What follows belongs to an exercise in optimizing a design on an open flow for small area, a short achievable clock period and few clock cycles; a production flow would make more cautious choices.
Where RTL was checked, it was by simulation tests only, not by an equivalence proof against the original.
The RTL of runs 1 to 4 was laid out without a check of its function.
In runs 3 to 6 the design's own scripts or RTL, not TritonCTS, make the clock network.
The flow treats the clock pin as an ideal source. Dropping or thinning the clock tree relies on that and would not hold on a real chip.
Power is estimated from default activity; no workload was simulated.

==> flow/design.v <==
`default_nettype none
package sps_pkg;
  localparam int MAX_PATTERN_DEF = 16;
  localparam int MAX_TEXT_DEF    = 65536;
  localparam int POS_W     = 16;
  localparam int LEN_W     = 5;
  localparam int CFG_W     = 64;
  localparam int CFG_IDX_W = 3;
  localparam int STATUS_W  = 2;
  localparam int BYTE_W    = 8;
  localparam logic CMD_TEXT = 1'b0;
  localparam logic CMD_END  = 1'b1;
  typedef enum logic [CFG_IDX_W-1:0] {
    CFG_PATTERN_LOW    = 3'd0,
    CFG_PATTERN_HIGH   = 3'd1,
    CFG_PATTERN_LENGTH = 3'd2,
    CFG_SEARCH_BACK    = 3'd3,
    CFG_BOUND_POSITION = 3'd4
  } cfg_idx_e;
  typedef enum logic [STATUS_W-1:0] {
    STATUS_OK        = 2'd0,
    STATUS_BOUND_ERR = 2'd1,
    STATUS_TOO_LONG  = 2'd2
  } status_e;
endpackage
`default_nettype wire
`default_nettype none
module substring_position_search #(
  parameter int MAX_PATTERN = sps_pkg::MAX_PATTERN_DEF,
  parameter int MAX_TEXT    = sps_pkg::MAX_TEXT_DEF
) (
  input  wire logic                          clk_i,
  input  wire logic                          rst_ni,
  input  wire logic                          cfg_we_i,
  input  wire logic [sps_pkg::CFG_IDX_W-1:0] cfg_idx_i,
  input  wire logic [sps_pkg::CFG_W-1:0]     cfg_data_i,
  input  wire logic                          text_valid_i,
  output logic                               text_ready_o,
  input  wire logic                          text_cmd_i,
  input  wire logic [sps_pkg::BYTE_W-1:0]    text_byte_i,
  output logic                               result_valid_o,
  input  wire logic                          result_ready_i,
  output logic                               result_found_o,
  output logic [sps_pkg::POS_W-1:0]          result_position_o,
  output logic [sps_pkg::STATUS_W-1:0]       result_status_o
);
  localparam int CNT_W  = $clog2(MAX_TEXT + 1);
  localparam int POS_W  = sps_pkg::POS_W;
  localparam int LEN_W  = sps_pkg::LEN_W;
  localparam int BYTE_W = sps_pkg::BYTE_W;
  logic [sps_pkg::CFG_W-1:0] pat_low_q, pat_high_q;
  logic                      pat_low_set_q, pat_high_set_q;
  logic [LEN_W-1:0]          len_q;
  logic                      backward_q;
  logic [POS_W-1:0]          bound_q;
  logic [MAX_PATTERN-1:0] pm_q;         
  logic [CNT_W-1:0]       count_q;      
  logic                   overflow_q;
  logic                   ge_q;         
  logic                   byte_q;       
  logic                   may_take_q;   
  logic                   end_q;        
  logic                   cond_q;       
  logic                   e_empty_q, e_ovf_q, e_back_q, e_len0_q;
  logic                         match_valid_q;
  logic [POS_W-1:0]             pos_q;   
  logic                         out_valid_q;
  logic                         found_q;
  logic [sps_pkg::STATUS_W-1:0] status_q;
  logic                         ready_q;
  logic                 in_xfer, byte_xfer, end_xfer, byte_adv, may_take;
  logic [2*sps_pkg::CFG_W-1:0] pattern;
  logic                 len0, len_le1, len0_next;
  logic [MAX_PATTERN-1:0] eq;
  logic                 byte_zero, ge_now;
  logic                 hit, take, blocked, hold_end, hold_byte, load, out_next;
  logic [LEN_W:0]       start_lo;
  logic [POS_W-LEN_W-1:0] start_hi, start_hi_m1;
  logic [POS_W-1:0]     start_pos;
  logic                 res_found, res_pos_ok;
  logic [sps_pkg::STATUS_W-1:0] res_status;
  assign in_xfer   = text_valid_i && ready_q;
  assign byte_xfer = in_xfer && (text_cmd_i == sps_pkg::CMD_TEXT);
  assign end_xfer  = in_xfer && (text_cmd_i == sps_pkg::CMD_END);
  assign byte_adv  = byte_xfer && !overflow_q && !count_q[CNT_W-1];
  assign pattern = {pat_high_q, pat_low_q};
  assign len0    = (len_q == '0);
  assign len_le1 = (len_q[LEN_W-1:1] == '0);
  assign byte_zero = (text_byte_i == '0);
  always_comb begin
    for (int j = 0; j < MAX_PATTERN; j++) begin
      if ((j < 8) ? pat_low_set_q : pat_high_set_q) begin
        eq[j] = (pattern[BYTE_W*j +: BYTE_W] == text_byte_i);
      end else begin
        eq[j] = byte_zero;
      end
    end
  end
  assign ge_now = ge_q || (count_q == CNT_W'(bound_q));
  assign may_take = (count_q != '0) || len_le1;
  always_comb begin
    hit = 1'b0;
    for (int l = 1; l <= MAX_PATTERN; l++) begin
      if (len_q == LEN_W'(l)) hit = pm_q[l-1];
    end
  end
  assign start_lo    = {1'b0, count_q[LEN_W-1:0]} - {1'b0, len_q};
  assign start_hi    = count_q[POS_W-1:LEN_W];
  assign start_hi_m1 = count_q[POS_W-1:LEN_W] - 1'b1;
  assign start_pos   = {start_lo[LEN_W] ? start_hi_m1 : start_hi, start_lo[LEN_W-1:0]};
  assign take = byte_q && hit && (backward_q ? !cond_q : !match_valid_q);
  assign blocked   = out_valid_q && !result_ready_i;
  assign hold_end  = end_q && blocked;
  assign hold_byte = byte_q && may_take_q && blocked;
  assign load      = end_q && !blocked;
  assign out_next  = load || blocked;
  always_comb begin
    res_found  = 1'b0;
    res_status = sps_pkg::STATUS_OK;
    if (e_ovf_q) begin
      res_status = sps_pkg::STATUS_TOO_LONG;
    end else if (e_back_q) begin
      if (e_empty_q) begin
        res_found = e_len0_q;
      end else if (!cond_q) begin
        res_status = sps_pkg::STATUS_BOUND_ERR;
      end else begin
        res_found = e_len0_q || match_valid_q;
      end
    end else begin
      res_found = e_len0_q || match_valid_q;
    end
  end
  assign res_pos_ok = res_found && !(e_back_q && e_empty_q);
  always_ff @(posedge clk_i) begin
    if (cfg_we_i && cfg_idx_i == sps_pkg::CFG_PATTERN_LOW)  pat_low_q  <= cfg_data_i;
    if (cfg_we_i && cfg_idx_i == sps_pkg::CFG_PATTERN_HIGH) pat_high_q <= cfg_data_i;
  end
  always_ff @(posedge clk_i or negedge rst_ni) begin
    if (!rst_ni) begin
      pat_low_set_q  <= 1'b0;
      pat_high_set_q <= 1'b0;
      len_q          <= '0;
      backward_q     <= 1'b0;
      bound_q        <= '0;
    end else if (cfg_we_i) begin
      case (cfg_idx_i)
        sps_pkg::CFG_PATTERN_LOW:    pat_low_set_q  <= 1'b1;
        sps_pkg::CFG_PATTERN_HIGH:   pat_high_set_q <= 1'b1;
        sps_pkg::CFG_PATTERN_LENGTH: len_q <= cfg_data_i[LEN_W-1] ? LEN_W'(MAX_PATTERN)
                                                                  : cfg_data_i[LEN_W-1:0];
        sps_pkg::CFG_SEARCH_BACK:    backward_q <= cfg_data_i[0];
        sps_pkg::CFG_BOUND_POSITION: bound_q    <= cfg_data_i[POS_W-1:0];
        default: ;
      endcase
    end
  end
  always_ff @(posedge clk_i or negedge rst_ni) begin
    if (!rst_ni) begin
      pm_q       <= '0;
      count_q    <= '0;
      overflow_q <= 1'b0;
      ge_q       <= 1'b0;
    end else if (end_xfer) begin
      pm_q       <= '0;
      count_q    <= '0;
      overflow_q <= 1'b0;
      ge_q       <= 1'b0;
    end else if (byte_xfer && !overflow_q) begin
      if (count_q[CNT_W-1]) begin
        overflow_q <= 1'b1;
      end else begin
        pm_q    <= {pm_q[MAX_PATTERN-2:0], backward_q || ge_now} & eq;
        count_q <= count_q + CNT_W'(1);
        ge_q    <= ge_now;
      end
    end
  end
  always_ff @(posedge clk_i or negedge rst_ni) begin
    if (!rst_ni) begin
      byte_q     <= 1'b0;
      may_take_q <= 1'b0;
      end_q      <= 1'b0;
    end else begin
      byte_q     <= byte_adv || hold_byte;
      may_take_q <= (byte_adv && may_take) || hold_byte;
      end_q      <= end_xfer || hold_end;
    end
  end
  always_ff @(posedge clk_i) begin
    if (in_xfer) begin
      cond_q <= ge_q;
    end
    if (end_xfer) begin
      e_empty_q <= (count_q == '0);
      e_ovf_q   <= overflow_q;
      e_back_q  <= backward_q;
      e_len0_q  <= len0;
    end
  end
  always_ff @(posedge clk_i or negedge rst_ni) begin
    if (!rst_ni) begin
      match_valid_q <= 1'b0;
    end else if (load) begin
      match_valid_q <= 1'b0;
    end else if (take && !hold_byte) begin
      match_valid_q <= 1'b1;
    end
  end
  always_ff @(posedge clk_i) begin
    if (load) begin
      if (!res_pos_ok) pos_q <= '0;
    end else if (end_xfer && len0) begin
      pos_q <= bound_q;
    end else if (take && !hold_byte) begin
      pos_q <= start_pos;
    end
  end
  always_ff @(posedge clk_i or negedge rst_ni) begin
    if (!rst_ni) begin
      out_valid_q <= 1'b0;
    end else begin
      out_valid_q <= out_next;
    end
  end
  always_ff @(posedge clk_i) begin
    if (load) begin
      found_q  <= res_found;
      status_q <= res_status;
    end
  end
  assign len0_next = (cfg_we_i && cfg_idx_i == sps_pkg::CFG_PATTERN_LENGTH)
                     ? (cfg_data_i[LEN_W-1:0] == '0) : len0;
  always_ff @(posedge clk_i or negedge rst_ni) begin
    if (!rst_ni) begin
      ready_q <= 1'b0;
    end else begin
      ready_q <= !(((end_xfer || hold_end || (byte_adv && may_take) || hold_byte) && out_next)
                   || (len0_next && (out_next || end_xfer || hold_end)));
    end
  end
  assign text_ready_o      = ready_q;
  assign result_valid_o    = out_valid_q;
  assign result_found_o    = found_q;
  assign result_position_o = pos_q;
  assign result_status_o   = status_q;
endmodule
`default_nettype wire
==> flow/flow/run.sh <==
#!/bin/bash
set -e
export BUFFER_PORTS_ARGS="-buffer_cell sky130_fd_sc_hd__buf_1"
bash standard.sh > standard.log 2>&1
==> flow/standard.sh <==
#!/bin/bash
# synth_recipe.tcl (not shown) runs the flow's synth.tcl, then flattens the netlist and writes it again
# the make line also repeats each setting of config.mk as NAME=value (left out here)
make -C /OpenROAD-flow-scripts/flow DESIGN_CONFIG=/design/flow/config.mk WORK_HOME=/design/flow/orfs CLKGATE_MAP_FILE= SYNTH_SCRIPT=/design/flow/synth_recipe.tcl "${@:-finish}"
==> flow/config.mk <==
export PLATFORM = sky130hd
export DESIGN_NAME = substring_position_search
export DESIGN_NICKNAME = substring_position_search
export VERILOG_FILES = /design/flow/design.v
export SDC_FILE = /design/flow/constraint.sdc
export NUM_CORES = 4
export LEC_CHECK = 0
export ABC_CLOCK_PERIOD_IN_PS = 2000
export CAP_MARGIN = 20
export CORE_MARGIN = 2
export CORE_UTILIZATION = 40
export CTS_CLUSTER_DIAMETER = 100
export CTS_CLUSTER_SIZE = 20
export SETUP_SLACK_MARGIN = 3.8
export SLEW_MARGIN = 20
==> flow/constraint.sdc <==
create_clock -name core_clock -period 6.0 [get_ports {clk_i}]
set_input_delay 1.2000 -clock core_clock [delete_from_list [all_inputs] [get_ports {clk_i}]]
set_output_delay 1.2000 -clock core_clock [all_outputs]
set_load 0.01 [all_outputs]
==> impl_metrics.toml, run 1 <==
[run_status]
status = "complete, no violations"

[floorplan]
chipWidth_um = 162
core_area_mm2 = 0.0244
die_area_mm2 = 0.0262
num_rows = 57
start_util_pct = 40.9
die_h_um = 162
io_pins = 102

[yosys]
synth_flop_cell = "edfxtp_1"
synth-seq-cells = 217
avgSynthCellArea_um2 = 13.1
synth_edf_count = 152
async_reset_ff_share_pct = 30.0
netlist_area_mm2 = 0.00998
yosys_warnings = 1
netlist_instances = 765
yosysSeqAreaShare_pct = 62.0
syn_nets = 856
synth_cell_types = 57

[clocking]
cts_buffers = 14
clk_pin_slew_ns = 0.08
htreeDepth = 1
cts_tree = "done"
holdBufCountCts = 0
clock_sinks = 217
cts_buffer_depth = 3
root_buffer = "clkbuf_16"
insertion_delay_ns = 0.47

[final_layout]
layout_common_cells = "edfxtp_1, xnor2_1, buf_1"
num_antenna_cells = 0
multi_input_area_mm2 = 0.00387
num-fill-cells = 2218
mostFrequentLayoutCell = "edfxtp_1"
area_growth_pct = 20.0
nets = 986
drive_gt1_share_pct = 19.9
final_cells = 1227
seq_area_mm2 = 0.00620

[grt]
grt_pass1_wl_um = 36900
antenna_found_initial = 0
grtUsageTotal_pct = 18.3
overflow = 0
grt_max_degree = 66
grt_pass1_vias = 6303

[worst_setup_path]
cp.required_ns = 6.20
critPathBufInv = 2
crit_slowest_cell = "a32oi_4"
cp-start-kind = "input port"
cp.arrival_ns = 2.50
crit_path_max_incr_delay_ns = 0.25
crit_chain = "buf_6 -> nor2b_4 -> a221oi_2 -> and3_1 -> o31a_1 -> o31ai_4 -> a32oi_4 -> clkbuf_16"
crit_type = "input port to flop"
cpLargestDelayFamily = "compound AO/OA/AOI/OAI gates"
crit_fanout = 8
crit_path_end_kind = "flop"

[detailed_routing]
route.detailed.drc = 0
totalWireLength_um = 24000
via_per_inst = 5.22
wl_per_cell_um = 19.6
vias = 6408
drtAntennaViolNets = 0
drt-initial-drc-count = 543
first_pass_iters = 4

[timing]
skew_ns = 0.0102
drv_slew = 0
tns_ns = 0
rsz0062_at_grt = "yes"
tightest_slew_ns = 0.900
slew_headroom_pct = 40.0
min_period_ns = 2.30
max_freq_ghz = 0.435
setup_viol = 0
finalCritPeriodShare_pct = 38.4
hold_viol = 0

[job]
drv_cap = 0

[power_and_ir_drop]
p_per_area_mw_per_mm2 = 304
peakVddDrop_mv = 0.212
p_leak_nw = 4.21

[placement]
gp_congestion = 0.844
portBuffers = 101
placed_cells = 1163
post-dp-hpwl_um = 16400

[worst_hold_path]
hold_path_class = "flop to flop"
-- per-layer routing --
metal  up-vias  GRT usage (%)  part of all wire (%)
met5         -              0                     0
met4         0           3.22                   1.5
met3        25           2.76                   4.4
met2       138           29.0                    47
met1      3213           27.1                    48
li1       3032              -                     -
-- Yosys cell counts, drive strengths merged (2+ instances only) --
cell | n | area (um^2)
nor3b | 3 | 22.5
or4 | 3 | 22.5
nor2 | 38 | 148
o21ai | 42 | 218
or3 | 6 | 37.5
xor2 | 23 | 201
nand3 | 9 | 45.0
dfrtp | 65 | 1630
xnor2 | 143 | 1250
or2 | 4 | 25.0
a21oi | 24 | 120
nand2 | 38 | 145
a32o | 14 | 140
nor4 | 9 | 71.3
and3 | 5 | 31.3
ha | 9 | 113
nor2b | 3 | 18.8
nand2b | 13 | 81.3
o31ai | 3 | 22.5
clkbuf | 16 | 60.1
mux2i | 2 | 20.0
o211ai | 4 | 35.0
and2 | 4 | 25.0
nand4 | 42 | 263
a32oi | 2 | 17.5
inv | 16 | 60.1
edfxtp | 152 | 4560
nor3 | 12 | 60.1
nand3b | 3 | 22.5
buf | 22 | 129
mux2 | 18 | 203
a211oi | 2 | 15.0
-- path summary, 6_finish.rpt --
kind                                start           to  slack (ns)  cells past startpoint
setup / recovery           result_ready_i    pos_q[15]        3.70                      8
hold / removal                    e_ovf_q  status_q[1]        0.50                      0
setup reg to reg                 len_q[1]    pos_q[15]        3.83                      8
hold reg to reg                   e_ovf_q  status_q[1]        0.50                      0
max in group asynchronous          rst_ni   count_q[8]        4.42                      2
min in group asynchronous          rst_ni  count_q[14]        0.91                      2
-- stage by stage --
step | hold WS [ns] | setup slack, ns | power [mW] | util [%] | cell area, um^2
2_1_floorplan | 0.452 | 2.55 | 2.39 | - | 10200
3_3_place_gp | 0.478 | 2.73 | 2.60 | 44.3 | 10800
3_5_place_dp | 0.481 | 2.69 | 2.60 | 44.3 | 10800
4_1_cts | 0.501 | 3.76 | 3.60 | 47.2 | 11500
5_1_grt | 0.518 | 3.67 | 3.83 | 49.1 | 12000
6_report | 0.501 | 3.70 | 3.65 | 49.1 | 12000
-- kinds of logic after synthesis --
logic type / synth area share (%)
multiplexers: 2.23
XOR/XNOR: 14.6
AO/OA/AOI/OAI: 6.92
flip-flops: 62.0
adder cells (fa/ha/maj): 1.44
AND/OR/NAND/NOR: 10.3
buffers and inverters: 2.53
-- what timing repair did --
| action | CTS | global route |
|---|---|---|
| pin swaps | 7 | 17 |
| endpoints found under the setup margin | 187 | 131 |
| gates cloned | 0 | 3 |
| resized for setup | 46 | 69 |
| buffers inserted | 16 | 21 |
-- registers in the layout, summed over array words and instances, names as in the netlist, 2 cells and up --
register    cells
pm_q           16
pat_low_q      64
pos_q          16
pat_high_q     64
bound_q        16
len_q           5
count_q        17
status_q        2
-- layout make-up --
cell class	instances	area share [%]
clock buffer	23	3.38
clock inverter	1	0.0313
inverter	17	0.679
multi-input combinational	494	32.3
sequential	217	51.8
tap	324	3.38
timing repair buffer	151	8.41
-- where the power goes --
part           switching, mW  internal, mW  leakage (nW)
Clock                  0.481         0.467         0.196
Combinational          0.464         0.380          1.79
Sequential            0.0946          1.76          2.22
==> run 2, diff against run 1 <==
--- a/flow/design.v
+++ b/flow/design.v
@@ -109,11 +109,11 @@
   assign start_hi_m1 = count_q[POS_W-1:LEN_W] - 1'b1;
   assign start_pos   = {start_lo[LEN_W] ? start_hi_m1 : start_hi, start_lo[LEN_W-1:0]};
   assign take = byte_q && hit && (backward_q ? !cond_q : !match_valid_q);
-  assign blocked   = out_valid_q && !result_ready_i;
+  assign blocked   = out_valid_q;
   assign hold_end  = end_q && blocked;
   assign hold_byte = byte_q && may_take_q && blocked;
   assign load      = end_q && !blocked;
-  assign out_next  = load || blocked;
+  assign out_next  = load || (out_valid_q && !result_ready_i);
   always_comb begin
     res_found  = 1'b0;
     res_status = sps_pkg::STATUS_OK;
@@ -209,9 +209,7 @@
   end
   always_ff @(posedge clk_i) begin
     if (load) begin
-      if (!res_pos_ok) pos_q <= '0;
-    end else if (end_xfer && len0) begin
-      pos_q <= bound_q;
+      pos_q <= !res_pos_ok ? '0 : e_len0_q ? bound_q : pos_q;
     end else if (take && !hold_byte) begin
       pos_q <= start_pos;
     end
==> impl_metrics.toml, run 2 <==
[timing]
drv_slew = 0
skew_ns = 0.0263
slew_headroom_pct = 42.7
finalCritPeriodShare_pct = 37.7
hold_viol = 0
setup_viol = 0
max_freq_ghz = 0.442
min_period_ns = 2.26
rsz0062_at_grt = "yes"
tns_ns = 0
tightest_slew_ns = 0.859

[worst_setup_path]
crit_path_end_kind = "output pin"
r2r_setup_slack_ns = 3.86
crit_path_end = "result_position_o[2]"
critical_path_depth = 1
crit_path_max_incr_delay_ns = 0.42
crit_slowest_cell = "edfxtp_1"
rr_endpoint = "pos_q[15]"
critPathBufInv = 1
crit_chain = "buf_1"
crit_start = "pos_q[2]"
cpLargestDelayFamily = "flip-flops"
crit_type = "flop to output pin"
cp.arrival_ns = 1.06
cp-start-kind = "flop"
crit_fanout = 1
ff2ff_path_depth = 6
cp.required_ns = 4.80
regToRegStartpoint = "count_q[1]"

[floorplan]
io_pins = 102
die_h_um = 162
start_util_pct = 41.0
num_rows = 57
chipWidth_um = 162
core_area_mm2 = 0.0245
die_area_mm2 = 0.0264

[placement]
portBuffers = 101
placed_cells = 1170
gp_congestion = 0.857
post-dp-hpwl_um = 15800

[final_layout]
area_growth_pct = 20.2
nets = 1010
num-fill-cells = 2219
layout_common_cells = "edfxtp_1, xnor2_1, buf_1"
seq_area_mm2 = 0.00620
num_antenna_cells = 0
final_cells = 1251
mostFrequentLayoutCell = "edfxtp_1"
reg_top3 = "pat_high_q (64), pat_low_q (64), count_q (17)"
multi_input_area_mm2 = 0.00382
drive_gt1_share_pct = 19.2

[yosys]
synth_common_cells = "edfxtp_1, xnor2_1, dfrtp_1, nand2_1, nand4_1"
netlist_instances = 773
synth-seq-cells = 217
avgSynthCellArea_um2 = 13.0
netlist_area_mm2 = 0.0100
yosysSeqAreaShare_pct = 61.7
async_reset_ff_share_pct = 30.0
synth_flop_cell = "edfxtp_1"
synthTopCellsByArea = "edfxtp_1, dfrtp_1, xnor2_1"
yosysMostFrequentCell = "edfxtp_1"
synth_top_area_share_pct = 45.5
yosys_warnings = 1
synth_top_area_cell = "edfxtp_1"
synth_edf_count = 152
synth_cell_types = 63
syn_nets = 864

[power_and_ir_drop]
p_leak_nw = 4.16
total_power_mw = 3.71
peakVddDrop_mv = 0.204
p_per_area_mw_per_mm2 = 308

[detailed_routing]
drt-initial-drc-count = 575
first_pass_iters = 5
via_per_inst = 5.33
vias = 6669
drtAntennaViolNets = 0
totalWireLength_um = 24100
wl_per_cell_um = 19.2
route.detailed.drc = 0

[run_status]
status = "complete, no violations"

[clocking]
root_buffer = "clkbuf_16"
cts_buffer_depth = 3
cts_tree = "done"
holdBufCountCts = 0
clk_pin_slew_ns = 0.09
insertion_delay_ns = 0.50
cts_buffers = 15
clock_sinks = 217
htreeDepth = 1

[grt]
grtUsageTotal_pct = 18.0
grt_pass1_vias = 6479
grt_pass1_wl_um = 36500
grt_max_degree = 66
overflow = 0
antenna_found_initial = 0

[worst_hold_path]
hold_path_class = "flop to flop"

[job]
drv_cap = 0
[run 2: power breakdown]
part / leakage [nW] / switching [mW] / internal (mW) / total [mW]
Clock: 0.217 / 0.516 / 0.490 / 1.01
Sequential: 2.22 / 0.106 / 1.77 / 1.87
Combinational: 1.72 / 0.456 / 0.375 / 0.830
Total: 4.16 / 1.08 / 2.63 / 3.71
[run 2: how the worst min path moves through the flow]
stage,start,end,cells past startpoint
4_1_cts,ge_q,cond_q,0
3_3_place_gp,ge_q,cond_q,0
2_1_floorplan,ge_q,cond_q,0
3_5_place_dp,pm_q[15],pm_q[15],1
6_report,pm_q[9],pm_q[9],1
5_1_grt,ge_q,cond_q,0
[run 2: area by class of cell]
| cell class | count | area share [%] |
|---|---|---|
| Inverter | 19 | 0.695 |
| Tap cell | 324 | 3.36 |
| Clock inverter | 3 | 0.280 |
| Sequential cell | 217 | 51.4 |
| Clock buffer | 22 | 3.41 |
| Timing Repair Buffer | 168 | 9.14 |
| Multi-Input combinational cell | 498 | 31.7 |
[run 2: through the flow]
step | util, % | worst slack (ns) | area (um^2) | hold slack, ns
2_1_floorplan | - | 2.18 | 10200 | 0.448
3_3_place_gp | 44.3 | 2.72 | 10800 | 0.500
3_5_place_dp | 44.3 | 2.68 | 10800 | 0.507
4_1_cts | 46.8 | 3.61 | 11500 | 0.525
5_1_grt | 49.3 | 3.68 | 12100 | 0.536
6_report | 49.3 | 3.74 | 12100 | 0.532
[run 2: cell families after synthesis]
| kind of cell | after synthesis | synth area share [%] |
|---|---|---|
| flip-flops | 217 | 61.7 |
| AND/OR/NAND/NOR | 200 | 10.9 |
| XOR/XNOR | 155 | 13.5 |
| AO/OA/AOI/OAI | 111 | 7.47 |
| buffers and inverters | 59 | 2.64 |
| multiplexers | 21 | 2.44 |
| adder cells (fa/ha/maj) | 10 | 1.32 |
[run 2: what timing repair did]
| action | in CTS | in global routing |
|---|---|---|
| resized for setup | 20 | 73 |
| setup endpoints to repair | 215 | 202 |
| pin swaps | 3 | 9 |
| endpoints found under the hold margin | 0 | 0 |
| buffers inserted | 10 | 45 |
| cloned | 0 | 1 |
[run 2: layer usage]
layer | routed length, um | track usage [%] | vias to the layer above
met3 | 1150 | 2.27 | 34
met5 | 0 | 0 | -
li1 | - | - | 3134
met4 | 512 | 4.26 | 0
met2 | 11100 | 28.8 | 182
met1 | 11300 | 26.3 | 3319
==> run 3, diff against run 2 <==
--- a/flow/design.v
+++ b/flow/design.v
@@ -109,11 +109,11 @@
   assign start_hi_m1 = count_q[POS_W-1:LEN_W] - 1'b1;
   assign start_pos   = {start_lo[LEN_W] ? start_hi_m1 : start_hi, start_lo[LEN_W-1:0]};
   assign take = byte_q && hit && (backward_q ? !cond_q : !match_valid_q);
-  assign blocked   = out_valid_q;
+  assign blocked   = out_valid_q && !result_ready_i;
   assign hold_end  = end_q && blocked;
   assign hold_byte = byte_q && may_take_q && blocked;
   assign load      = end_q && !blocked;
-  assign out_next  = load || (out_valid_q && !result_ready_i);
+  assign out_next  = load || blocked;
   always_comb begin
     res_found  = 1'b0;
     res_status = sps_pkg::STATUS_OK;
@@ -209,7 +209,9 @@
   end
   always_ff @(posedge clk_i) begin
     if (load) begin
-      pos_q <= !res_pos_ok ? '0 : e_len0_q ? bound_q : pos_q;
+      if (!res_pos_ok) pos_q <= '0;
+    end else if (end_xfer && len0) begin
+      pos_q <= bound_q;
     end else if (take && !hold_byte) begin
       pos_q <= start_pos;
     end
==> flow/flow/run.sh (replaced) <==
#!/bin/bash
set -e
export BUFFER_PORTS_ARGS="-buffer_cell sky130_fd_sc_hd__buf_1"
export PRE_CTS_TCL="$PWD/flow/pre_cts.tcl"
export MTREE_LEAVES=10
bash standard.sh > standard.log 2>&1
==> flow/flow/mtree.tcl (new file) <==
# Hand-built two-level clock tree: one root buffer next to the clock port,
# driving K leaf buffers, each at the centre of a k-means cluster of flops.
proc mtree_build {K bufcell rootcell} {
  set block [ord::get_db_block]
  set db [ord::get_db]
  set clknet [$block findNet clk_i]
  set sinks {}
  foreach it [$clknet getITerms] { lappend sinks $it }
  set n [llength $sinks]
  set xs {}; set ys {}
  foreach it $sinks {
    set inst [$it getInst]
    set bb [$inst getBBox]
    lappend xs [expr {([$bb xMin] + [$bb xMax]) / 2.0}]
    lappend ys [expr {([$bb yMin] + [$bb yMax]) / 2.0}]
  }
  # k-means, initial centres spread by sorted order
  set idx [lsort -integer -indices [lmap x $xs y $ys {expr {int($x + 0.3*$y)}}]]
  set cx {}; set cy {}
  for {set k 0} {$k < $K} {incr k} {
    set i [lindex $idx [expr {int(($k + 0.5) * $n / $K)}]]
    lappend cx [lindex $xs $i]; lappend cy [lindex $ys $i]
  }
  set cap [expr {int(ceil(1.15 * $n / $K))}]
  for {set iter 0} {$iter < 30} {incr iter} {
    # balanced assignment: each sink goes to the nearest centre with room
    set cnt [lrepeat $K 0]
    set asg [lrepeat $n -1]
    set order {}
    for {set i 0} {$i < $n} {incr i} {
      set best 1e30
      for {set k 0} {$k < $K} {incr k} {
        set d [expr {abs([lindex $xs $i]-[lindex $cx $k]) + abs([lindex $ys $i]-[lindex $cy $k])}]
        if {$d < $best} {set best $d}
      }
      lappend order [list $i $best]
    }
    foreach p [lsort -real -decreasing -index 1 $order] {
      set i [lindex $p 0]
      set best 1e30; set bk -1
      for {set k 0} {$k < $K} {incr k} {
        if {[lindex $cnt $k] >= $cap} continue
        set d [expr {abs([lindex $xs $i]-[lindex $cx $k]) + abs([lindex $ys $i]-[lindex $cy $k])}]
        if {$d < $best} {set best $d; set bk $k}
      }
      lset asg $i $bk
      lset cnt $bk [expr {[lindex $cnt $bk] + 1}]
    }
    set sx [lrepeat $K 0.0]; set sy [lrepeat $K 0.0]
    for {set i 0} {$i < $n} {incr i} {
      set k [lindex $asg $i]
      lset sx $k [expr {[lindex $sx $k] + [lindex $xs $i]}]
      lset sy $k [expr {[lindex $sy $k] + [lindex $ys $i]}]
    }
    for {set k 0} {$k < $K} {incr k} {
      set c [lindex $cnt $k]
      if {$c > 0} {
        lset cx $k [expr {[lindex $sx $k] / $c}]
        lset cy $k [expr {[lindex $sy $k] / $c}]
      }
    }
  }
  set bufm [$db findMaster $bufcell]
  set rootm [$db findMaster $rootcell]
  # root buffer at the centroid of the leaf buffers
  set rx 0.0; set ry 0.0
  for {set k 0} {$k < $K} {incr k} { set rx [expr {$rx + [lindex $cx $k]}]; set ry [expr {$ry + [lindex $cy $k]}] }
  set rx [expr {int($rx / $K)}]; set ry [expr {int($ry / $K)}]
  set root [odb::dbInst_create $block $rootm clkbuf_root]
  $root setLocation $rx $ry
  $root setPlacementStatus PLACED
  set rootnet [odb::dbNet_create $block clknet_root]
  $rootnet setSigType CLOCK
  [$root findITerm A] connect $clknet
  [$root findITerm X] connect $rootnet
  set leafnets {}
  for {set k 0} {$k < $K} {incr k} {
    set b [odb::dbInst_create $block $bufm clkbuf_leaf_$k]
    $b setLocation [expr {int([lindex $cx $k])}] [expr {int([lindex $cy $k])}]
    $b setPlacementStatus PLACED
    set net [odb::dbNet_create $block clknet_leaf_$k]
    $net setSigType CLOCK
    [$b findITerm A] connect $rootnet
    [$b findITerm X] connect $net
    lappend leafnets $net
  }
  for {set i 0} {$i < $n} {incr i} {
    set it [lindex $sinks $i]
    $it disconnect
    $it connect [lindex $leafnets [lindex $asg $i]]
  }
  puts "mtree: $n sinks, $K leaves, counts $cnt"
}
==> flow/flow/pre_cts.tcl (new file) <==
# Replace TritonCTS with a hand-built two-level clock tree (mtree.tcl): a root
# buffer driving K leaf buffers, each leaf at the centre of a balanced cluster
# of flip-flops. The rest of the CTS step (legalisation, timing repair) runs
# as usual.
source [file join [file dirname [info script]] mtree.tcl]
mtree_build $::env(MTREE_LEAVES) sky130_fd_sc_hd__clkbuf_16 sky130_fd_sc_hd__clkbuf_16
rename clock_tree_synthesis __tritoncts
proc clock_tree_synthesis {args} { puts "clock tree built by mtree.tcl; TritonCTS not run" }
==> impl_metrics.toml, run 3 <==
[final_layout]
layout_common_cells = "edfxtp_1, xnor2_1, buf_1"
area_growth_pct = 32.3
reg_top3 = "pat_high_q (64), pat_low_q (64), count_q (17)"
finish.utilization_pct = 54.2
drive_gt1_share_pct = 26.8
nets = 1062
mostFrequentLayoutCell = "edfxtp_1"

[timing]
hold_viol = 0
slew_headroom_pct = 40.3
setup_viol = 0
finalCritPeriodShare_pct = 38.4
tightest_slew_ns = 0.895
drv_slew = 0
skew_ns = 0.0209
max_freq_ghz = 0.434
min_period_ns = 2.30
rsz0062_at_grt = "yes"
tns_ns = 0

[worst_hold_path]
holdPathEnd = "status_q[1]"
worstHoldStart = "e_ovf_q"
hold_path_class = "flop to flop"
holdPathStages = 0

[power_and_ir_drop]
p_per_area_mw_per_mm2 = 274
peakVddDrop_mv = 0.198
p_leak_nw = 4.74

[worst_setup_path]
critPathBufInv = 2
cp-start-kind = "input port"
crit_slowest_cell = "a221oi_2"
regToRegStartpoint = "len_q[2]"
ff2ff_path_depth = 8
crit_fanout = 16
cp.required_ns = 6.14
crit_path_max_incr_delay_ns = 0.22
cp.arrival_ns = 2.44
crit_type = "input port to flop"
cpLargestDelayFamily = "compound AO/OA/AOI/OAI gates"
r2r_setup_slack_ns = 3.79
rr_endpoint = "pos_q[13]"
crit_chain = "buf_1 -> nor2b_2 -> a221oi_2 -> and3_1 -> o31a_1 -> o31ai_2 -> a32oi_4 -> buf_12"
crit_path_end_kind = "flop"

[yosys]
yosys_warnings = 1
yosysMostFrequentCell = "edfxtp_1"
synth_top_area_share_pct = 45.7
yosysSeqAreaShare_pct = 62.0
synth_edf_count = 152
syn_nets = 856
synth_flop_cell = "edfxtp_1"
netlist_area_mm2 = 0.00998
avgSynthCellArea_um2 = 13.1
synth_top_area_cell = "edfxtp_1"
synth_common_cells = "edfxtp_1, xnor2_1, dfrtp_1, nand4_1, o21ai_0"
synth_cell_types = 57
synthTopCellsByArea = "edfxtp_1, dfrtp_1, xnor2_1"
netlist_instances = 765
async_reset_ff_share_pct = 30.0
synth-seq-cells = 217

[floorplan]
io_pins = 102
die_h_um = 162
core_area_mm2 = 0.0244
start_util_pct = 40.9
chipWidth_um = 162
num_rows = 57
die_area_mm2 = 0.0262

[grt]
use_met3_pct = 2.40
grt_max_degree = 66
overflow = 0
grt_pass1_wl_um = 41400
grt_pass1_vias = 6923
gr-usage-met1_pct = 30.3
busiest_layer = "met2"
antenna_found_initial = 1
grtUsageMet2_pct = 33.3
grtUsageTotal_pct = 20.6

[clocking]
clk_pin_slew_ns = 0.09
holdBufCountCts = 0
insertion_delay_ns = 0.44

[job]
drv_cap = 0

[detailed_routing]
drtAntennaViolNets = 0
first_pass_iters = 8
drt-initial-drc-count = 511
via_per_inst = 5.29
wl_per_cell_um = 20.7
totalWireLength_um = 26800
route.detailed.drc = 0
vias = 6842

[placement]
portBuffers = 101
gp_congestion = 0.844
post-dp-hpwl_um = 16400

[run_status]
status = "complete, no violations"
## run 3: changes by cell type after synthesis, sizes merged, moves of 4 or more
cell    previous run  this run
nor2              30        38
nor3              18        12
a21oi             18        24
nand2b             6        13
xnor2            139       143
or4                7         3
xor2              16        23
buf               17        22
nand3             20         9
nand4             38        42
clkbuf            23        16
and3               1         5
## run 3: worst max path at each step
stage                        start      endpoint  depth (start not counted)
global placement    result_ready_i     pos_q[12]                          5
detailed placement  result_ready_i     pos_q[10]                          5
CTS                 result_ready_i     pos_q[12]                          8
floorplan                 cfg_we_i  pat_low_q[0]                          2
global route        result_ready_i     pos_q[13]                          8
finish              result_ready_i     pos_q[13]                          8
## run 3: report_power, final
group	internal, mW	switching [mW]	leakage (nW)
combinational	0.460	0.512	2.38
clock	0.328	0.461	0.136
sequential	1.76	0.102	2.22
## run 3: timing repair
| action | in CTS | in global routing |
|---|---|---|
| gates resized for setup | 184 | 28 |
| cloned | 23 | 0 |
| pin swaps | 28 | 12 |
| buffers inserted | 74 | 22 |
| endpoints found under the setup margin | 223 | 50 |
## run 3: metal layers
layer	up-vias	share of wire, %
met5	-	0
met4	0	2.2
met3	36	5.3
met2	193	47
met1	3424	46
li1	3189	-
## run 3: cell families after synthesis
logic type      share of synthesized area (%)
simple gates                             10.3
buf+inv                                  2.53
compound gates                           6.92
flops                                    62.0
fa+ha+maj                                1.44
xor+xnor                                 14.6
mux                                      2.23
## run 3: cell type report
type | instances | area [um^2]
Tap cell | 324 | 405
Inverter | 17 | 87.6
Timing Repair inverter | 1 | 8.76
Sequential cell | 217 | 6200
Fill cell | 2057 | 11200
Multi-Input combinational cell | 497 | 4060
Timing Repair Buffer | 226 | 2170
Buffer | 11 | 275
Antenna cell | 1 | 2.50
## run 3: through the flow
step / total power, mW / hold slack [ns] / setup slack [ns] / cell area (um^2) / std cells
floorplan: 2.39 / 0.452 / 2.55 / 10200 / 765
global placement: 2.60 / 0.478 / 2.73 / 10800 / 1163
finish: 3.63 / 0.498 / 3.70 / 13200 / 1294
CTS: 3.39 / 0.481 / 3.27 / 12900 / 1271
global route: 3.78 / 0.515 / 3.63 / 13200 / 1294
detailed placement: 2.60 / 0.481 / 2.69 / 10800 / 1163
==> run 4, diff against run 3 <==
--- a/flow/design.v
+++ b/flow/design.v
@@ -109,11 +109,11 @@
   assign start_hi_m1 = count_q[POS_W-1:LEN_W] - 1'b1;
   assign start_pos   = {start_lo[LEN_W] ? start_hi_m1 : start_hi, start_lo[LEN_W-1:0]};
   assign take = byte_q && hit && (backward_q ? !cond_q : !match_valid_q);
-  assign blocked   = out_valid_q && !result_ready_i;
+  assign blocked   = out_valid_q;
   assign hold_end  = end_q && blocked;
   assign hold_byte = byte_q && may_take_q && blocked;
   assign load      = end_q && !blocked;
-  assign out_next  = load || blocked;
+  assign out_next  = load || (out_valid_q && !result_ready_i);
   always_comb begin
     res_found  = 1'b0;
     res_status = sps_pkg::STATUS_OK;
@@ -209,9 +209,7 @@
   end
   always_ff @(posedge clk_i) begin
     if (load) begin
-      if (!res_pos_ok) pos_q <= '0;
-    end else if (end_xfer && len0) begin
-      pos_q <= bound_q;
+      pos_q <= !res_pos_ok ? '0 : e_len0_q ? bound_q : pos_q;
     end else if (take && !hold_byte) begin
       pos_q <= start_pos;
     end
--- a/flow/flow/pre_cts.tcl
+++ b/flow/flow/pre_cts.tcl
@@ -6,3 +6,4 @@
 mtree_build $::env(MTREE_LEAVES) sky130_fd_sc_hd__clkbuf_16 sky130_fd_sc_hd__clkbuf_16
 rename clock_tree_synthesis __tritoncts
 proc clock_tree_synthesis {args} { puts "clock tree built by mtree.tcl; TritonCTS not run" }
+set_propagated_clock [all_clocks]
==> impl_metrics.toml, run 4 <==
[detailed_routing]
route.detailed.drc = 0
vias = 6619
drt-initial-drc-count = 742
totalWireLength_um = 24100
first_pass_iters = 6
via_per_inst = 5.41
drtAntennaViolNets = 0
wl_per_cell_um = 19.7

[worst_setup_path]
regToRegStartpoint = "count_q[1]"
crit_fanout = 14
cpLargestDelayFamily = "simple AND/OR/NAND/NOR gates"
crit_path_end_kind = "flop"
rr_endpoint = "pos_q[15]"
ff2ff_path_depth = 6
r2r_setup_slack_ns = 3.85
crit_chain = "buf_1 -> o21bai_4 -> nand2_4 -> or4_1 -> a21oi_1"
critPathBufInv = 1
cp-start-kind = "input port"
crit_slowest_cell = "or4_1"
cp.arrival_ns = 2.58
crit_type = "input port to flop"
cp.required_ns = 6.35
crit_path_max_incr_delay_ns = 0.53

[timing]
setup_viol = 0
min_period_ns = 2.23
tns_ns = 0
tightest_slew_ns = 0.864
max_freq_ghz = 0.448
slew_headroom_pct = 42.4
skew_ns = 0.0230
finalCritPeriodShare_pct = 37.2
rsz0062_at_grt = "yes"
hold_viol = 0
drv_slew = 0

[yosys]
netlist_instances = 773
yosys_warnings = 1
synth_common_cells = "edfxtp_1, xnor2_1, dfrtp_1, nand2_1, nand4_1"
synth_xor_xnor_area_share_pct = 13.5
synth-seq-cells = 217
synth_fa_ha_area_share_pct = 1.32
synth_flop_cell = "edfxtp_1"
synth_top_area_cell = "edfxtp_1"
yosysSeqAreaShare_pct = 61.7
synth-compound-area-share_pct = 7.47
synth_cell_types = 63
synthTopCellsByArea = "edfxtp_1, dfrtp_1, xnor2_1"
synth-simple-area-share_pct = 10.9
syn_nets = 864
synthMuxAreaShare_pct = 2.44
synth_top_family_by_area = "XOR/XNOR gates"
netlist_area_mm2 = 0.0100
synth_top_area_share_pct = 45.5
avgSynthCellArea_um2 = 13.0
async_reset_ff_share_pct = 30.0
yosysMostFrequentCell = "edfxtp_1"
synth_edf_count = 152

[grt]
grt_max_degree = 66
grt_pass1_vias = 6481
antenna_found_initial = 0
overflow = 0
grtUsageTotal_pct = 18.0
grt_pass1_wl_um = 36900

[floorplan]
core_area_mm2 = 0.0245
io_pins = 102
num_rows = 57
die_area_mm2 = 0.0264
start_util_pct = 41.0
die_h_um = 162
chipWidth_um = 162

[worst_hold_path]
hold_path_class = "flop to flop"
holdPathStages = 0
worstHoldStart = "ge_q"
holdPathEnd = "cond_q"

[final_layout]
reg_top3 = "pat_high_q (64), pat_low_q (64), count_q (17)"
mostFrequentLayoutCell = "edfxtp_1"
layout_common_cells = "edfxtp_1, xnor2_1, buf_1"
nets = 993
drive_gt1_share_pct = 16.4
area_growth_pct = 17.8
num_antenna_cells = 0
finish.utilization_pct = 48.3

[placement]
gp_congestion = 0.857
post-dp-hpwl_um = 15800
portBuffers = 101

[job]
drv_cap = 0

[power_and_ir_drop]
p_leak_nw = 3.97
peakVddDrop_mv = 0.188
p_per_area_mw_per_mm2 = 291

[clocking]
holdBufCountCts = 0
insertion_delay_ns = 0.41
clk_pin_slew_ns = 0.09

[run_status]
status = "complete, no violations"
-- run 4: cell types whose count changed after synthesis, moves of 5 or more --
| cell | change |
|---|---|
| nand2b_1 | -7 |
| a21oi_1 | -6 |
| buf_2 | -5 |
| xor2_1 | -7 |
| nor2_1 | -6 |
| clkbuf_1 | +7 |
| nor3_1 | +6 |
| nand3_1 | +11 |
-- run 4: kinds of logic (layout without fill, tap and decap cells) --
group	count (synthesis)	after routing
simple gates	200	201
flops	217	217
mux	21	21
xor+xnor	155	155
buf+inv	59	185
fa+ha+maj	10	10
compound gates	111	111
-- run 4: worst register-to-register path, stage by stage (launching register included) --
cell	delay (ns)
dfrtp_2	0.48
ha_4	0.25
nor2b_4	0.12
o31a_4	0.36
o21ai_4	0.23
or4b_1	0.47
nand3_1	0.08
-- run 4: what timing repair did --
item / CTS / global route
gates resized for setup: 45 / 52
setup endpoints to repair: 210 / 130
endpoints found under the hold margin: 0 / 0
gates cloned: 0 / 2
setup buffers: 26 / 15
pin swaps: 5 / 5
-- run 4: area by class of cell --
type	count	area, um^2
Buffer	11	275
Fill cell	2247	12600
Inverter	19	83.8
Multi-Input combinational cell	498	3840
Sequential cell	217	6200
Tap cell	324	405
Timing Repair Buffer	155	1010
-- run 4: how the worst max path moves through the flow --
| stage | startpoint | end | cells after the start |
|---|---|---|---|
| CTS | text_byte_i[2] | pm_q[0] | 7 |
| floorplan | cfg_we_i | pat_high_q[0] | 1 |
| global placement | out_valid_q | pos_q[3] | 8 |
| finish | text_cmd_i | count_q[11] | 5 |
| global route | text_cmd_i | count_q[11] | 5 |
| detailed placement | out_valid_q | pos_q[5] | 8 |
-- run 4: power by group --
group          total (mW)  internal (mW)  switching [mW]
Clock               0.764          0.328           0.436
Sequential           1.87           1.77           0.106
Combinational       0.809          0.355           0.454
-- run 4: metrics by stage --
stage               hold slack (ns)  std cells  area (um^2)  power (mW)  setup slack, ns
floorplan                     0.448        773        10200        2.37             2.18
global placement              0.500       1170        10800        2.60             2.72
detailed placement            0.507       1170        10800        2.60             2.68
CTS                           0.487       1207        11500        3.42             3.73
global route                  0.498       1224        11800        3.61             3.70
finish                        0.493       1224        11800        3.45             3.77
-- run 4: routing by layer --
layer	wire (um)	part of all wire [%]	vias up	GRT usage, %
li1	-	-	3088	-
met1	11400	47	3308	27.2
met2	10900	45	198	28.7
met3	1420	5.9	25	1.91
met4	412	1.7	0	2.49
met5	0	0	-	0
==> run 5, diff against run 4 <==
--- a/flow/design.v
+++ b/flow/design.v
@@ -53,6 +53,11 @@
   logic [LEN_W-1:0]          len_q;
   logic                      backward_q;
   logic [POS_W-1:0]          bound_q;
+  logic                   s0_valid_q;
+  logic                   s0_end_q;
+  logic [BYTE_W-1:0]      s0_byte_q;
+  logic                   s0_may_take_q;   
+  logic [1:0]             seen_q;          
   logic [MAX_PATTERN-1:0] pm_q;         
   logic [CNT_W-1:0]       count_q;      
   logic                   overflow_q;
@@ -68,36 +73,53 @@
   logic                         found_q;
   logic [sps_pkg::STATUS_W-1:0] status_q;
   logic                         ready_q;
-  logic                 in_xfer, byte_xfer, end_xfer, byte_adv, may_take;
+  logic                 in_xfer, in_may_take, s1_byte, s1_end, byte_adv;
   logic [2*sps_pkg::CFG_W-1:0] pattern;
-  logic                 len0, len_le1, len0_next;
+  logic                 len0, len0_next;
   logic [MAX_PATTERN-1:0] eq;
   logic                 byte_zero, ge_now;
-  logic                 hit, take, blocked, hold_end, hold_byte, load, out_next;
+  logic                 hit, take, hold_end, hold_byte, load, out_next;
+  logic                 byte_next, may_take_next, end_next, needs_out_next;
   logic [LEN_W:0]       start_lo;
   logic [POS_W-LEN_W-1:0] start_hi, start_hi_m1;
   logic [POS_W-1:0]     start_pos;
   logic                 res_found, res_pos_ok;
   logic [sps_pkg::STATUS_W-1:0] res_status;
-  assign in_xfer   = text_valid_i && ready_q;
-  assign byte_xfer = in_xfer && (text_cmd_i == sps_pkg::CMD_TEXT);
-  assign end_xfer  = in_xfer && (text_cmd_i == sps_pkg::CMD_END);
-  assign byte_adv  = byte_xfer && !overflow_q && !count_q[CNT_W-1];
   assign pattern = {pat_high_q, pat_low_q};
   assign len0    = (len_q == '0);
-  assign len_le1 = (len_q[LEN_W-1:1] == '0);
-  assign byte_zero = (text_byte_i == '0);
+  assign in_xfer = text_valid_i && ready_q;
+  assign in_may_take = seen_q[1] || (len_q <= LEN_W'(seen_q) + LEN_W'(1));
+  always_ff @(posedge clk_i or negedge rst_ni) begin
+    if (!rst_ni) begin
+      s0_valid_q <= 1'b0;
+      seen_q     <= '0;
+    end else begin
+      s0_valid_q <= in_xfer;
+      if (in_xfer) begin
+        if (text_cmd_i == sps_pkg::CMD_END) seen_q <= '0;
+        else if (!seen_q[1])                seen_q <= seen_q + 2'd1;
+      end
+    end
+  end
+  always_ff @(posedge clk_i) begin
+    s0_end_q      <= (text_cmd_i == sps_pkg::CMD_END);
+    s0_byte_q     <= text_byte_i;
+    s0_may_take_q <= in_may_take;
+  end
+  assign s1_byte  = s0_valid_q && !s0_end_q;
+  assign s1_end   = s0_valid_q && s0_end_q;
+  assign byte_adv = s1_byte && !overflow_q && !count_q[CNT_W-1];
+  assign byte_zero = (s0_byte_q == '0);
   always_comb begin
     for (int j = 0; j < MAX_PATTERN; j++) begin
       if ((j < 8) ? pat_low_set_q : pat_high_set_q) begin
-        eq[j] = (pattern[BYTE_W*j +: BYTE_W] == text_byte_i);
+        eq[j] = (pattern[BYTE_W*j +: BYTE_W] == s0_byte_q);
       end else begin
         eq[j] = byte_zero;
       end
     end
   end
   assign ge_now = ge_q || (count_q == CNT_W'(bound_q));
-  assign may_take = (count_q != '0) || len_le1;
   always_comb begin
     hit = 1'b0;
     for (int l = 1; l <= MAX_PATTERN; l++) begin
@@ -109,10 +131,9 @@
   assign start_hi_m1 = count_q[POS_W-1:LEN_W] - 1'b1;
   assign start_pos   = {start_lo[LEN_W] ? start_hi_m1 : start_hi, start_lo[LEN_W-1:0]};
   assign take = byte_q && hit && (backward_q ? !cond_q : !match_valid_q);
-  assign blocked   = out_valid_q;
-  assign hold_end  = end_q && blocked;
-  assign hold_byte = byte_q && may_take_q && blocked;
-  assign load      = end_q && !blocked;
+  assign hold_end  = end_q && out_valid_q;
+  assign hold_byte = byte_q && may_take_q && out_valid_q;
+  assign load      = end_q && !out_valid_q;
   assign out_next  = load || (out_valid_q && !result_ready_i);
   always_comb begin
     res_found  = 1'b0;
@@ -161,12 +182,12 @@
       count_q    <= '0;
       overflow_q <= 1'b0;
       ge_q       <= 1'b0;
-    end else if (end_xfer) begin
+    end else if (s1_end) begin
       pm_q       <= '0;
       count_q    <= '0;
       overflow_q <= 1'b0;
       ge_q       <= 1'b0;
-    end else if (byte_xfer && !overflow_q) begin
+    end else if (s1_byte && !overflow_q) begin
       if (count_q[CNT_W-1]) begin
         overflow_q <= 1'b1;
       end else begin
@@ -176,22 +197,25 @@
       end
     end
   end
+  assign byte_next     = byte_adv || hold_byte;
+  assign may_take_next = (byte_adv && s0_may_take_q) || hold_byte;
+  assign end_next      = s1_end || hold_end;
   always_ff @(posedge clk_i or negedge rst_ni) begin
     if (!rst_ni) begin
       byte_q     <= 1'b0;
       may_take_q <= 1'b0;
       end_q      <= 1'b0;
     end else begin
-      byte_q     <= byte_adv || hold_byte;
-      may_take_q <= (byte_adv && may_take) || hold_byte;
-      end_q      <= end_xfer || hold_end;
-    end
-  end
-  always_ff @(posedge clk_i) begin
-    if (in_xfer) begin
+      byte_q     <= byte_next;
+      may_take_q <= may_take_next;
+      end_q      <= end_next;
+    end
+  end
+  always_ff @(posedge clk_i) begin
+    if (s0_valid_q) begin
       cond_q <= ge_q;
     end
-    if (end_xfer) begin
+    if (s1_end) begin
       e_empty_q <= (count_q == '0);
       e_ovf_q   <= overflow_q;
       e_back_q  <= backward_q;
@@ -209,7 +233,9 @@
   end
   always_ff @(posedge clk_i) begin
     if (load) begin
-      pos_q <= !res_pos_ok ? '0 : e_len0_q ? bound_q : pos_q;
+      if (!res_pos_ok) pos_q <= '0;
+    end else if (s1_end && len0) begin
+      pos_q <= bound_q;
     end else if (take && !hold_byte) begin
       pos_q <= start_pos;
     end
@@ -227,14 +253,17 @@
       status_q <= res_status;
     end
   end
+  assign needs_out_next = (may_take_next && byte_next && out_next)
+                          || (in_xfer && (text_cmd_i == sps_pkg::CMD_END || in_may_take));
   assign len0_next = (cfg_we_i && cfg_idx_i == sps_pkg::CFG_PATTERN_LENGTH)
                      ? (cfg_data_i[LEN_W-1:0] == '0) : len0;
   always_ff @(posedge clk_i or negedge rst_ni) begin
     if (!rst_ni) begin
       ready_q <= 1'b0;
     end else begin
-      ready_q <= !(((end_xfer || hold_end || (byte_adv && may_take) || hold_byte) && out_next)
-                   || (len0_next && (out_next || end_xfer || hold_end)));
+      ready_q <= !((needs_out_next || (end_next && out_next)) && (out_next || end_next))
+                 && !(len0_next && (out_next || end_next
+                                    || (in_xfer && text_cmd_i == sps_pkg::CMD_END)));
     end
   end
   assign text_ready_o      = ready_q;
--- a/flow/config.mk
+++ b/flow/config.mk
@@ -11,5 +11,5 @@
 export CORE_UTILIZATION = 40
 export CTS_CLUSTER_DIAMETER = 100
 export CTS_CLUSTER_SIZE = 20
-export SETUP_SLACK_MARGIN = 3.8
+export SETUP_SLACK_MARGIN = 3.95
 export SLEW_MARGIN = 20
==> impl_metrics.toml, run 5 <==
[floorplan]
die_area_mm2 = 0.0273
io_pins = 102
start_util_pct = 40.4
chipWidth_um = 165
num_rows = 59
core_area_mm2 = 0.0258
die_h_um = 165

[final_layout]
reg_top3 = "pat_high_q (64), pat_low_q (64), count_q (17)"
nets = 1013
num_antenna_cells = 0
layout_common_cells = "edfxtp_1, xnor2_1, buf_1"
final_cells = 1249
area_growth_pct = 17.7
num-fill-cells = 2313
drive_gt1_share_pct = 19.1
mostFrequentLayoutCell = "edfxtp_1"

[power_and_ir_drop]
total_power_mw = 3.73
seqPwrFrac_pct = 52.8
combPwrFrac_pct = 25.6
switching_share_pct = 29.3
p_leak_nw = 4.24
power.switching_mw = 1.09
p_int_mw = 2.63
peakVddDrop_mv = 0.182
clkPwrFrac_pct = 21.6
p_per_area_mw_per_mm2 = 305

[worst_setup_path]
crit_type = "flop to output pin"
cp.arrival_ns = 0.99
crit_path_max_incr_delay_ns = 0.42
cpLargestDelayFamily = "flip-flops"
crit_slowest_cell = "edfxtp_1"
cp.required_ns = 4.80
cp-start-kind = "flop"
critPathBufInv = 1
crit_path_end_kind = "output pin"
crit_fanout = 1
crit_chain = "clkbuf_2"

[yosys]
syn_nets = 881
async_reset_ff_share_pct = 29.6
netlist_instances = 784
synth_flop_cell = "edfxtp_1"
yosysMostFrequentCell = "edfxtp_1"
synth_cell_types = 64
synth_top_area_cell = "edfxtp_1"
yosysSeqAreaShare_pct = 62.2
synthTopCellsByArea = "edfxtp_1, dfrtp_1, xnor2_1"
synth_edf_count = 152
synth-seq-cells = 230
synth_top_area_share_pct = 43.9
synth_common_cells = "edfxtp_1, xnor2_1, dfrtp_1, o21ai_0, nand4_1"
netlist_area_mm2 = 0.0104
avgSynthCellArea_um2 = 13.3
yosys_warnings = 1

[clocking]
insertion_delay_ns = 0.43
holdBufCountCts = 0
clk_pin_slew_ns = 0.09

[timing]
rsz0062_at_grt = "yes"
finalCritPeriodShare_pct = 36.5
setup_slack_ns = 3.81
setup_viol = 0
fin_hold_ws_ns = 0.460
hold_viol = 0
min_period_ns = 2.19
tightest_slew_ns = 0.914
max_freq_ghz = 0.457
skew_ns = 0.0374
tns_ns = 0
drv_slew = 0
slew_headroom_pct = 39.1

[grt]
grt_pass1_wl_um = 38500
grtUsageTotal_pct = 18.4
antenna_found_initial = 0
grt_max_degree = 69
overflow = 0
grt_pass1_vias = 6718

[placement]
placed_cells = 1198
post-place-ws_ns = 2.95
post-dp-hpwl_um = 16400
portBuffers = 101
gp_congestion = 0.828

[detailed_routing]
wl_per_cell_um = 20.2
totalWireLength_um = 25300
drtAntennaViolNets = 0
drt-initial-drc-count = 576
via_per_inst = 5.41
route.detailed.drc = 0
first_pass_iters = 5
vias = 6752

[job]
drv_cap = 0

[worst_hold_path]
hold_path_class = "flop to flop"

[run_status]
status = "complete, no violations"
run 5: cell types whose count changed after synthesis, sizes merged, moves of 4 or more:
cell   before  now
nor3       18    7
a31oi       0   10
dfxtp       0   10
xnor2     139  149
nand2      38   30
or3         6   14
ha          9   15
nand3      20   14
o21ai      41   47
nor4        9    4
xor2       16   11
a21o        4    0
run 5: power by group through the flow:
stage | sequential (mW) | clock, mW | combinational (mW)
3_5_place_dp | 2.02 | 0 | 0.769
2_1_floorplan | 1.99 | 0 | 0.544
4_1_cts | 1.97 | 0.822 | 0.890
3_3_place_gp | 2.01 | 0 | 0.761
6_report | 1.97 | 0.804 | 0.953
5_1_grt | 1.98 | 0.869 | 1.04
run 5: metal layers:
| layer | GRT usage [%] | share of wire (%) | up-vias |
|---|---|---|---|
| li1 | - | - | 3128 |
| met1 | 26.2 | 46 | 3394 |
| met2 | 31.0 | 47 | 199 |
| met3 | 1.85 | 5.2 | 31 |
| met4 | 2.92 | 1.9 | 0 |
| met5 | 0 | 0 | - |
run 5: repair_timing:
item | 4_1_cts | 5_1_grt
resized for setup | 50 | 38
pin swaps | 19 | 9
cloned | 4 | 0
setup endpoints to repair | 201 | 62
setup buffers | 26 | 10
endpoints found under the hold margin | 0 | 0
run 5: worst reg2reg max path, stage by stage (launching register included):
cell,delay [ns]
dfrtp_1,0.41
inv_2,0.11
ha_4,0.23
nand3_2,0.07
nand2_2,0.06
or3_4,0.40
or4_1,0.50
a31oi_2,0.19
run 5: path summary, 6_finish.rpt:
path	startpoint	end	slack, ns	depth (start not counted)
max	pos_q[1]	result_position_o[1]	3.81	1
min	s0_may_take_q	may_take_q	0.46	2
max reg2reg	len_q[4]	pos_q[15]	3.85	7
min reg2reg	s0_may_take_q	may_take_q	0.46	2
max in group asynchronous	rst_ni	count_q[4]	4.34	2
min in group asynchronous	rst_ni	seen_q[0]	0.99	2
run 5: logic make-up after synthesis:
group,count (synthesis),share of synthesized area [%]
XOR/XNOR,160,13.5
multiplexers,23,2.58
AO/OA/AOI/OAI,115,7.14
buffers and inverters,55,2.27
flip-flops,230,62.2
AND/OR/NAND/NOR,185,10.3
adder cells (fa/ha/maj),16,2.00
run 5: area by class of cell:
class                      count  area, um^2  share of cell area, %
sequential                   230        6480                   53.0
inverter                      19        82.6                  0.675
tap                          335         419                   3.43
buffer                        11         275                   2.25
timing repair buffer         154         932                   7.62
multi-input combinational    500        4050                   33.1
run 5: stage by stage:
step | utilization, % | instance area, um^2
final | 47.5 | 12200
after detailed placement | 43.8 | 11300
after CTS | 46.8 | 12100
after global placement | 43.8 | 11300
after global routing | 47.5 | 12200
after floorplan | - | 10600
Testbench counts of run 5, summed over its fixed seeds: cycles 176,684.
==> run 6, diff against run 5 <==
--- a/flow/config.mk
+++ b/flow/config.mk
@@ -11,5 +11,5 @@
 export CORE_UTILIZATION = 40
 export CTS_CLUSTER_DIAMETER = 100
 export CTS_CLUSTER_SIZE = 20
-export SETUP_SLACK_MARGIN = 3.95
+export SETUP_SLACK_MARGIN = 4.1
 export SLEW_MARGIN = 20
==> impl_metrics.toml, run 6 <==
[timing]
finalCritPeriodShare_pct = 35.7
setup_viol = 0
tns_ns = 0
fin_hold_ws_ns = 0.457
max_freq_ghz = 0.467
drv_slew = 0
slew_headroom_pct = 40.5
tightest_slew_ns = 0.893
hold_viol = 0
rsz0062_at_grt = "yes"
skew_ns = 0.0412
min_period_ns = 2.14

[run_status]
status = "complete, no violations"

[final_layout]
final_area_mm2 = 0.0128
mostFrequentLayoutCell = "edfxtp_1"
reg_top3 = "pat_high_q (64), pat_low_q (64), count_q (17)"
layout_common_cells = "edfxtp_1, xnor2_1, buf_1"
nets = 1031
drive_gt1_share_pct = 23.4
num_antenna_cells = 0
final_cells = 1267
area_growth_pct = 22.9

[worst_setup_path]
crit_fanout = 4
cp.required_ns = 6.24
crit_path_max_incr_delay_ns = 0.50
cp.arrival_ns = 2.39
crit_type = "flop to flop"
ff2ff_path_depth = 7
crit_path_end_kind = "flop"
crit_chain = "clkinv_4 -> ha_4 -> nand2b_4 -> a21oi_4 -> or3_4 -> or4_4 -> a31oi_4"
crit_slowest_cell = "or4_4"
rr_endpoint = "pos_q[11]"
regToRegStartpoint = "len_q[1]"
cp-start-kind = "flop"
crit_start = "len_q[1]"
crit_path_end = "pos_q[11]"
r2r_setup_slack_ns = 3.86

[grt]
grt_pass1_vias = 6331
grt_max_degree = 69
antenna_found_initial = 0
grtUsageTotal_pct = 18.2
grt_pass1_wl_um = 37700
overflow = 0

[power_and_ir_drop]
p_leak_nw = 4.47
total_power_mw = 3.82
p_per_area_mw_per_mm2 = 299
peakVddDrop_mv = 0.251

[floorplan]
die_area_mm2 = 0.0273
die_h_um = 165
chipWidth_um = 165
num_rows = 59
start_util_pct = 40.4
core_area_mm2 = 0.0258
io_pins = 102

[yosys]
synthTopCellsByArea = "edfxtp_1, dfrtp_1, xnor2_1"
async_reset_ff_share_pct = 29.6
netlist_area_mm2 = 0.0104
yosysMostFrequentCell = "edfxtp_1"
synth-seq-cells = 230
synth_edf_count = 152
synth_top_area_share_pct = 43.9
yosys_warnings = 1
synth_top_area_cell = "edfxtp_1"
synth_flop_cell = "edfxtp_1"
synth_common_cells = "edfxtp_1, xnor2_1, dfrtp_1, o21ai_0, nand4_1"
yosysSeqAreaShare_pct = 62.2
synth_cell_types = 64
syn_nets = 881
avgSynthCellArea_um2 = 13.3
netlist_instances = 784

[job]
drv_cap = 0

[detailed_routing]
drt-initial-drc-count = 494
wl_per_cell_um = 20.1
first_pass_iters = 4
via_per_inst = 5.28
totalWireLength_um = 25500
route.detailed.drc = 0
drtAntennaViolNets = 0
vias = 6696

[placement]
post-dp-hpwl_um = 15900
portBuffers = 101
gp_congestion = 0.829
placed_cell_area_mm2 = 0.0113
placed_cells = 1196

[clocking]
holdBufCountCts = 0
insertion_delay_ns = 0.43
clk_pin_slew_ns = 0.10

[worst_hold_path]
hold_path_class = "flop to flop"
holdPathStages = 2
## run 6: cell counts after synthesis
No cell type changed its count.
## run 6: power by group
group          internal, mW  switching, mW  leakage, nW
Combinational         0.520          0.549         1.99
Clock                 0.328          0.456        0.136
Sequential             1.87          0.103         2.34
Total                  2.71           1.11         4.47
## run 6: per-layer routing
| metal | vias up | routed length, um | track usage [%] |
|---|---|---|---|
| met5 | - | 0 | 0 |
| met2 | 180 | 12400 | 31.1 |
| met3 | 30 | 1370 | 2.17 |
| li1 | 3171 | - | - |
| met4 | 0 | 575 | 3.28 |
| met1 | 3315 | 11200 | 25.3 |
## run 6: cells by family after synthesis
group | after synthesis | share of synthesized area [%]
flip-flops | 230 | 62.2
AND/OR/NAND/NOR | 185 | 10.3
XOR/XNOR | 160 | 13.5
AO/OA/AOI/OAI | 115 | 7.14
buffers and inverters | 55 | 2.27
multiplexers | 23 | 2.58
adder cells (fa/ha/maj) | 16 | 2.00
## run 6: how the worst min path moves through the flow
stage	from	end	slack (ns)
after CTS	s0_may_take_q	may_take_q	0.45
after detailed placement	s0_may_take_q	may_take_q	0.44
after floorplan	s0_may_take_q	may_take_q	0.43
after global placement	s0_may_take_q	may_take_q	0.45
final	s0_may_take_q	may_take_q	0.46
after global routing	s0_may_take_q	may_take_q	0.50
## run 6: what timing repair did
item                                    4_1_cts  5_1_grt
endpoints found under the setup margin      230      171
gates cloned                                  8        3
setup buffers                                33       16
hold endpoints to repair                      0        0
resized for setup                            82       68
pin swaps                                    27       16
## run 6: through the flow
stage	utilization (%)	worst slack, ns
finish	49.6	3.86
global route	49.6	3.77
global placement	43.9	2.96
floorplan	-	2.18
detailed placement	43.9	2.95
CTS	47.9	3.86
## run 6: layout make-up
class / instances / area [um^2]
Timing Repair inverter: 1 / 5.00
Timing Repair Buffer: 171 / 1280
Inverter: 19 / 86.3
Tap cell: 335 / 419
Buffer: 11 / 275
Fill cell: 2250 / 13000
Multi-Input combinational cell: 500 / 4220
Sequential cell: 230 / 6480
## run 6: worst max-delay path: cells and delay by family, from the launching register on
family | cells | cell delay (ns)
AND/OR/NAND/NOR | 3 | 0.99
flip-flops | 1 | 0.44
AO/OA/AOI/OAI | 2 | 0.23
adder cells (fa/ha/maj) | 1 | 0.22
buffers and inverters | 1 | 0.08

[separate check: timing with driven ports]
In the flow no input, the clock included, has a driving cell. The finished layouts below were timed again as built, in two steps. Step 1 sets driving cells, clkbuf_16 on the clock port and buf_2 on the other inputs (assumed; they add their load-dependent delay and slew). Step 2 times the ports against the registers' clock, not the clock port: input delays grow and output delays shrink by t, the midpoint of the rising clock arrivals with the driver on. Slacks: no drivers / after step 1 / after step 2; pairs: no drivers / after step 1.
run | t (ns) | setup WS [ns] | clock arrival spread, ns | slew at the worst register clock pin (ns) | cell pins on the clock port's net
run 1 | 0.508 | 3.699 / 3.700 / 3.192 | 0.012 / 0.013 | 0.09 / 0.09 | 1
run 2 | 0.528 | 3.735 / 3.692 / 3.290 | 0.029 / 0.030 | 0.09 / 0.09 | 1
run 3 | 0.473 | 3.697 / 3.715 / 3.242 | 0.028 / 0.027 | 0.10 / 0.10 | 1
run 4 | 0.451 | 3.766 / 3.775 / 3.340 | 0.025 / 0.025 | 0.09 / 0.09 | 1
run 5 | 0.461 | 3.813 / 3.765 / 3.540 | 0.040 / 0.039 | 0.11 / 0.11 | 1
run 6 | 0.456 | 3.857 / 3.835 / 3.542 | 0.042 / 0.043 | 0.10 / 0.10 | 1
After both steps every run listed still meets setup and hold. The setup slack of run 1, which loses most, moves by +0.001 ns with the drivers and by -0.507 ns with both steps.
